Context: an optimization exercise on an open-source flow, tuned for a short achievable clock period and few clock cycles. The choices shown serve that exercise and are no tape-out recipe. Power and IR drop assume default switching activity.

Setup of before:
==> flow/design.v <==
package lc3b_pkg;
	typedef logic [15:0] lc3b_word;	 
	typedef logic [2:0] lc3b_reg;	 
	typedef logic [2:0] lc3b_cc;	 
	typedef logic [15:0] lc3b_ctrl;	 
	typedef enum logic [3:0] {
		op_br = 4'b0000,
		op_add = 4'b0001,
		op_ldb = 4'b0010,
		op_stb = 4'b0011,
		op_jsr = 4'b0100,	 
		op_and = 4'b0101,
		op_ldr = 4'b0110,
		op_str = 4'b0111,
		op_rti = 4'b1000,
		op_not = 4'b1001,
		op_ldi = 4'b1010,
		op_sti = 4'b1011,
		op_jmp = 4'b1100,
		op_shf = 4'b1101,
		op_lea = 4'b1110,
		op_trap = 4'b1111
	} lc3b_opcode;
	localparam int ctrl_ld_reg = 0;	 
	localparam int ctrl_ld_cc = 1;	 
	localparam int ctrl_sr2_needed = 2;
	localparam int ctrl_sr1_needed = 3;
	localparam int ctrl_alu_op = 4;	 
	localparam int ctrl_use_imm5 = 6;
	localparam int ctrl_addr_sel = 7;	 
	localparam int ctrl_mem_read = 8;
	localparam int ctrl_mem_write = 9;
	localparam int ctrl_byte_op = 10;
	localparam int ctrl_br_op = 11;
	localparam int ctrl_jmp_op = 12;
	localparam int ctrl_jsr_op = 13;
	localparam int ctrl_wb_sel = 14;	 
	localparam logic [1:0] alu_add = 2'b00;
	localparam logic [1:0] alu_and = 2'b01;
	localparam logic [1:0] alu_not = 2'b10;
	localparam logic [1:0] alu_shift = 2'b11;	 
	localparam logic [1:0] wb_alu = 2'b00;
	localparam logic [1:0] wb_addr = 2'b01;	 
	localparam logic [1:0] wb_load = 2'b10;
	localparam logic [1:0] wb_pc = 2'b11;	 
endpackage
`timescale 1ns/1ps
module lc3b_regfile (
	input logic clk,
	input logic rst_n,
	input logic load,
	input lc3b_pkg::lc3b_reg dest,
	input lc3b_pkg::lc3b_word in,
	input lc3b_pkg::lc3b_reg src_a,
	input lc3b_pkg::lc3b_reg src_b,
	output lc3b_pkg::lc3b_word reg_a,
	output lc3b_pkg::lc3b_word reg_b
);
	lc3b_pkg::lc3b_word regs [8];	 
	always_ff @(posedge clk) begin
		if (!rst_n) begin
			for (int i = 0; i < 8; i++)
				regs[i] <= '0;
		end else if (load) begin
			regs[dest] <= in;
		end
	end
	assign reg_a = regs[src_a];
	assign reg_b = regs[src_b];
endmodule
`timescale 1ns/1ps
module lc3b_cpu #(
	parameter lc3b_pkg::lc3b_word reset_pc = 16'h0000	 
) (
	input logic clk,
	input logic rst_n,
	input lc3b_pkg::lc3b_word imem_rdata,
	input logic imem_resp,
	input lc3b_pkg::lc3b_word dmem_rdata,
	input logic dmem_resp,
	output logic imem_read,
	output lc3b_pkg::lc3b_word imem_address,
	output logic dmem_read,
	output logic dmem_write,
	output lc3b_pkg::lc3b_word dmem_address,
	output lc3b_pkg::lc3b_word dmem_wdata,
	output logic [1:0] dmem_byte_enable
);
	localparam logic [7:0] fwd_taken = 8'b1010_1000;	 
	logic [15:0] pc;
	logic d_valid;
	logic [15:0] d_ir, d_pc2, d_tgt, d_npc;
	logic d_pred_t;
	logic e_valid;
	logic [15:0] e_a, e_b, e_sd, e_pass, e_pc2, e_tgt, e_npc;
	logic e_fwd_a, e_fwd_b, e_fwd_sd;
	logic e_wr, e_setcc, e_load, e_store, e_byte, e_br, e_jmp;
	logic [2:0] e_dr, e_nzp;
	logic [4:0] e_sel;	 
	logic [3:0] e_shamt;
	logic [1:0] e_shtype;
	logic e_mis_t, e_mis_nt;	 
	logic m_valid, m_wr, m_setcc, m_load, m_byte;
	logic [2:0] m_dr;
	logic [15:0] m_result;
	logic [2:0] cc;
	logic mem_stall, ld_use, redirect, full_redirect;
	logic [15:0] redirect_pc;
	logic [15:0] rdata_sel, m_val;
	logic [2:0] m_cc;
	assign mem_stall = (dmem_read | dmem_write) & ~dmem_resp;
	assign rdata_sel = m_byte ? {8'h00, dmem_address[0] ? dmem_rdata[15:8] : dmem_rdata[7:0]}
		: dmem_rdata;	 
	assign m_val = m_load ? rdata_sel : m_result;
	assign m_cc = {m_val[15], m_val == 16'h0000, ~m_val[15] & (m_val != 16'h0000)};
	logic [15:0] pc2_f, f_off9, f_off11, f_tgt9, f_tgt11, f_npc;
	logic [3:0] f_op;
	logic f_br, f_jsr, f_jsrr, f_jmp, f_lea, f_pred_t, f_accept;
	logic [2:0] f_base;
	logic [15:0] trk_val [8];	 
	logic [7:0] trk_v;
	assign imem_address = pc;
	assign pc2_f = pc + 16'd2;
	assign f_op = imem_rdata[15:12];
	assign f_br = (f_op == 4'b0000) & (imem_rdata[11:9] != 3'b000);
	assign f_jsr = (f_op == 4'b0100) & imem_rdata[11];
	assign f_jsrr = (f_op == 4'b0100) & ~imem_rdata[11];
	assign f_jmp = (f_op == 4'b1100);
	assign f_lea = (f_op == 4'b1110);
	assign f_base = imem_rdata[8:6];
	assign f_off9 = {{6{imem_rdata[8]}}, imem_rdata[8:0], 1'b0};
	assign f_off11 = {{4{imem_rdata[10]}}, imem_rdata[10:0], 1'b0};
	assign f_tgt9 = pc2_f + f_off9;
	assign f_tgt11 = pc2_f + f_off11;
	assign f_pred_t = f_br & (imem_rdata[8] | fwd_taken[imem_rdata[11:9]]);
	always_comb begin
		if (f_jsr)
			f_npc = f_tgt11;
		else if (f_pred_t)
			f_npc = f_tgt9;
		else if ((f_jmp | f_jsrr) & trk_v[f_base])
			f_npc = trk_val[f_base];
		else
			f_npc = pc2_f;
	end
	assign f_accept = imem_read & imem_resp & ~mem_stall & ~ld_use & ~full_redirect;
	always_ff @(posedge clk) begin
		if (!rst_n) begin
			imem_read <= 1'b0;
			pc <= reset_pc;
			trk_v <= 8'hff;
			for (int i = 0; i < 8; i++)
				trk_val[i] <= 16'h0000;
		end else begin
			imem_read <= 1'b1;
			if (!mem_stall && full_redirect)
				pc <= redirect_pc;
			else if (f_accept)
				pc <= f_npc;
			if (f_accept) begin
				if (f_lea) begin
					trk_val[imem_rdata[11:9]] <= f_tgt9;
					trk_v[imem_rdata[11:9]] <= 1'b1;
				end else if (f_jsr | f_jsrr) begin
					trk_val[7] <= pc2_f;
					trk_v[7] <= 1'b1;
				end else if (f_op == 4'b0001 || f_op == 4'b0101 || f_op == 4'b1001
					|| f_op == 4'b1101 || f_op == 4'b0110 || f_op == 4'b0010) begin
					trk_v[imem_rdata[11:9]] <= 1'b0;
				end
			end
		end
	end
	always_ff @(posedge clk) begin
		if (!rst_n)
			d_valid <= 1'b0;
		else if (!mem_stall && !ld_use)
			d_valid <= f_accept;
		if (!mem_stall && !ld_use) begin
			d_ir <= imem_rdata;
			d_pc2 <= pc2_f;
			d_tgt <= f_lea | f_br ? f_tgt9 : f_tgt11;
			d_npc <= f_npc;
			d_pred_t <= f_pred_t;
		end
	end
	logic [3:0] d_op;
	logic [2:0] d_sr1, d_sr2, d_dr;
	logic d_store, d_load, d_byte, d_wr, d_setcc, d_use_a, d_use_b, d_br, d_jmp;
	logic [15:0] rf_a, rf_b, d_a, d_b, d_sd;
	logic [4:0] d_sel;
	assign d_op = d_ir[15:12];
	assign d_store = (d_op == 4'b0111) | (d_op == 4'b0011);
	assign d_load = (d_op == 4'b0110) | (d_op == 4'b0010);
	assign d_byte = (d_op == 4'b0010) | (d_op == 4'b0011);
	assign d_sr1 = d_ir[8:6];
	assign d_sr2 = d_store ? d_ir[11:9] : d_ir[2:0];
	assign d_dr = (d_op == 4'b0100) ? 3'b111 : d_ir[11:9];
	assign d_setcc = (d_op == 4'b0001) | (d_op == 4'b0101) | (d_op == 4'b1001)
		| (d_op == 4'b1101) | d_load;
	assign d_wr = d_setcc | (d_op == 4'b1110) | (d_op == 4'b0100);
	assign d_use_a = d_setcc | d_store | (d_op == 4'b1100) | ((d_op == 4'b0100) & ~d_ir[11]);
	assign d_use_b = ((d_op == 4'b0001) | (d_op == 4'b0101)) & ~d_ir[5];
	assign d_br = (d_op == 4'b0000) & (d_ir[11:9] != 3'b000);
	assign d_jmp = (d_op == 4'b1100) | ((d_op == 4'b0100) & ~d_ir[11]);
	assign d_sel[0] = (d_op == 4'b0001) | d_load | d_store;
	assign d_sel[1] = (d_op == 4'b0101);
	assign d_sel[2] = (d_op == 4'b1001);
	assign d_sel[3] = (d_op == 4'b1101);
	assign d_sel[4] = (d_op == 4'b1110) | (d_op == 4'b0100);
	lc3b_regfile regfile0 (
		.clk, .rst_n, .load(~mem_stall & m_valid & m_wr), .dest(m_dr), .in(m_val),
		.src_a(d_sr1), .src_b(d_sr2), .reg_a(rf_a), .reg_b(rf_b)
	);
	assign d_a = (m_valid & m_wr & (m_dr == d_sr1)) ? m_val : rf_a;
	assign d_sd = (m_valid & m_wr & (m_dr == d_sr2)) ? m_val : rf_b;
	always_comb begin
		if (d_load | d_store)
			d_b = d_byte ? {{10{d_ir[5]}}, d_ir[5:0]} : {{9{d_ir[5]}}, d_ir[5:0], 1'b0};
		else if (d_ir[5])
			d_b = {{11{d_ir[4]}}, d_ir[4:0]};
		else
			d_b = d_sd;
	end
	logic hit_a, hit_b;
	assign hit_a = e_valid & e_wr & (e_dr == d_sr1);
	assign hit_b = e_valid & e_wr & (e_dr == d_sr2);
	assign ld_use = d_valid & e_valid & e_load & d_jmp & hit_a;
	always_ff @(posedge clk) begin
		if (!rst_n)
			e_valid <= 1'b0;
		else if (!mem_stall)
			e_valid <= d_valid & ~ld_use & ~redirect;
		if (!mem_stall) begin
			e_a <= d_a;
			e_b <= d_b;
			e_sd <= d_sd;
			e_pass <= (d_op == 4'b1110) ? d_tgt : d_pc2;
			e_pc2 <= d_pc2;
			e_tgt <= d_tgt;
			e_npc <= d_npc;
			e_fwd_a <= hit_a;
			e_fwd_b <= hit_b & d_use_b;
			e_fwd_sd <= hit_b;
			e_wr <= d_wr;
			e_setcc <= d_setcc;
			e_load <= d_load;
			e_store <= d_store;
			e_byte <= d_byte;
			e_br <= d_br;
			e_jmp <= d_jmp;
			e_dr <= d_dr;
			e_nzp <= d_ir[11:9];
			e_sel <= d_sel;
			e_shamt <= d_ir[3:0];
			e_shtype <= d_ir[5:4];
			e_mis_t <= ~d_pred_t & (d_ir[8:0] != 9'd0);
			e_mis_nt <= d_pred_t & (d_ir[8:0] != 9'd0);
		end
	end
	logic [15:0] a, b, sd, sum, shf, result;
	logic [2:0] cc_cur;
	logic taken, mis, skip;
	assign a = e_fwd_a ? m_val : e_a;
	assign b = e_fwd_b ? m_val : e_b;
	assign sd = e_fwd_sd ? m_val : e_sd;	 
	assign sum = a + b;
	always_comb begin
		if (!e_shtype[0])
			shf = a << e_shamt;
		else if (!e_shtype[1])
			shf = a >> e_shamt;
		else
			shf = lc3b_pkg::lc3b_word'($signed(a) >>> e_shamt);
	end
	assign result = ({16{e_sel[0]}} & sum) | ({16{e_sel[1]}} & (a & b))
		| ({16{e_sel[2]}} & ~a) | ({16{e_sel[3]}} & shf) | ({16{e_sel[4]}} & e_pass);
	assign cc_cur = (m_valid & m_setcc) ? m_cc : cc;
	assign taken = |(e_nzp & cc_cur);
	assign mis = e_br ? (taken ? e_mis_t : e_mis_nt) : (e_jmp & (a != e_npc));
	assign redirect = e_valid & mis;
	assign redirect_pc = e_jmp ? a : (taken ? e_tgt : e_pc2);
	assign skip = e_br & (taken ? (pc == e_tgt) : (pc == e_pc2));
	assign full_redirect = redirect & ~skip;
	always_ff @(posedge clk) begin
		if (!rst_n) begin
			m_valid <= 1'b0;
			dmem_read <= 1'b0;
			dmem_write <= 1'b0;
			dmem_byte_enable <= 2'b00;
		end else if (!mem_stall) begin
			m_valid <= e_valid;
			dmem_read <= e_valid & e_load;
			dmem_write <= e_valid & e_store;
			if (e_valid & (e_load | e_store))
				dmem_byte_enable <= e_byte ? (sum[0] ? 2'b10 : 2'b01) : 2'b11;
			else
				dmem_byte_enable <= 2'b00;
		end
		if (!mem_stall) begin
			m_wr <= e_wr;
			m_setcc <= e_setcc;
			m_load <= e_load;
			m_byte <= e_byte;
			m_dr <= e_dr;
			m_result <= result;
			dmem_address <= sum;
			dmem_wdata <= e_byte ? {sd[7:0], sd[7:0]} : sd;
		end
	end
	always_ff @(posedge clk) begin
		if (!rst_n)
			cc <= 3'b010;	 
		else if (!mem_stall && m_valid && m_setcc)
			cc <= m_cc;
	end
endmodule
Settings: LEC_CHECK=0, ABC_CLOCK_PERIOD_IN_PS=2500, CAP_MARGIN=20, CORE_MARGIN=2, CORE_UTILIZATION=40, SETUP_SLACK_MARGIN=2.5, SLEW_MARGIN=20; clock period 5.5 ns.
run.sh (not shown) runs the stock make flow with config.mk's settings and CLKGATE_MAP_FILE= SYNTH_SCRIPT=/design/flow/synth_recipe.tcl, a recipe that flattens the netlist after the stock synthesis.
before: no failed stages, no open violations at the end
--- input diff before..after ---
-- flow/design.v --
<<< before, line 226
	assign hit_a = e_valid & e_wr & (e_dr == d_sr1);
	assign hit_b = e_valid & e_wr & (e_dr == d_sr2);
	assign ld_use = d_valid & e_valid & e_load & d_jmp & hit_a;
	always_ff @(posedge clk) begin
		if (!rst_n)
>>> after, line 226
	assign hit_a = e_valid & e_wr & (e_dr == d_sr1);
	assign hit_b = e_valid & e_wr & (e_dr == d_sr2);
	assign ld_use = d_valid & e_valid & e_load & ((d_use_a & hit_a) | (d_use_b & hit_b));
	always_ff @(posedge clk) begin
		if (!rst_n)
<<< before, line 262
	logic [2:0] cc_cur;
	logic taken, mis, skip;
	assign a = e_fwd_a ? m_val : e_a;
	assign b = e_fwd_b ? m_val : e_b;
	assign sd = e_fwd_sd ? m_val : e_sd;	 
	assign sum = a + b;
>>> after, line 262
	logic [2:0] cc_cur;
	logic taken, mis, skip;
	assign a = e_fwd_a ? m_result : e_a;
	assign b = e_fwd_b ? m_result : e_b;
	assign sd = e_fwd_sd ? m_val : e_sd;	 
	assign sum = a + b;
## What came out
The power dissipated in sequential cells number comes out lower for after vs before.
Looking at share of the yosys chip area belonging to registers, after sits 1.5 points higher than before does.
Relative to before, the first-pass detailed-route iteration total of after is lower by 11.
On total power: between before and after, it ends up lower for after.
Number of non-clock inverters in the layout: after vs before down 19%
Function was not checked in any run of this note: the RTL went through the layout flow alone.

[separate check: timing with driven ports]
How much do the figures lean on ideal ports? The routed layouts below were timed once more, with nothing changed but the port constraints.
Step 1, drivers: a clkbuf_16 drives clk and a buf_2 each remaining input, both assumed.
Step 2 times the ports against the registers' clock, not the clock port: input delays grow and output delays shrink by t, the midpoint of the rising clock arrivals with the driver on.
Slacks: ideal / step 1 / step 2; pairs: ideal / step 1.
run | t, ns | setup slack, ns | worst hold slack (ns)
before | 0.693 | 1.163 / 1.163 / 0.514 | 0.415 / 0.415 / 0.415
after | 0.695 | 1.649 / 1.673 / 0.987 | 0.407 / 0.407 / 0.407
After both steps every run listed still meets setup and hold. The setup slack of after, which loses most, moves by +0.024 ns with the drivers and by -0.662 ns with both steps.
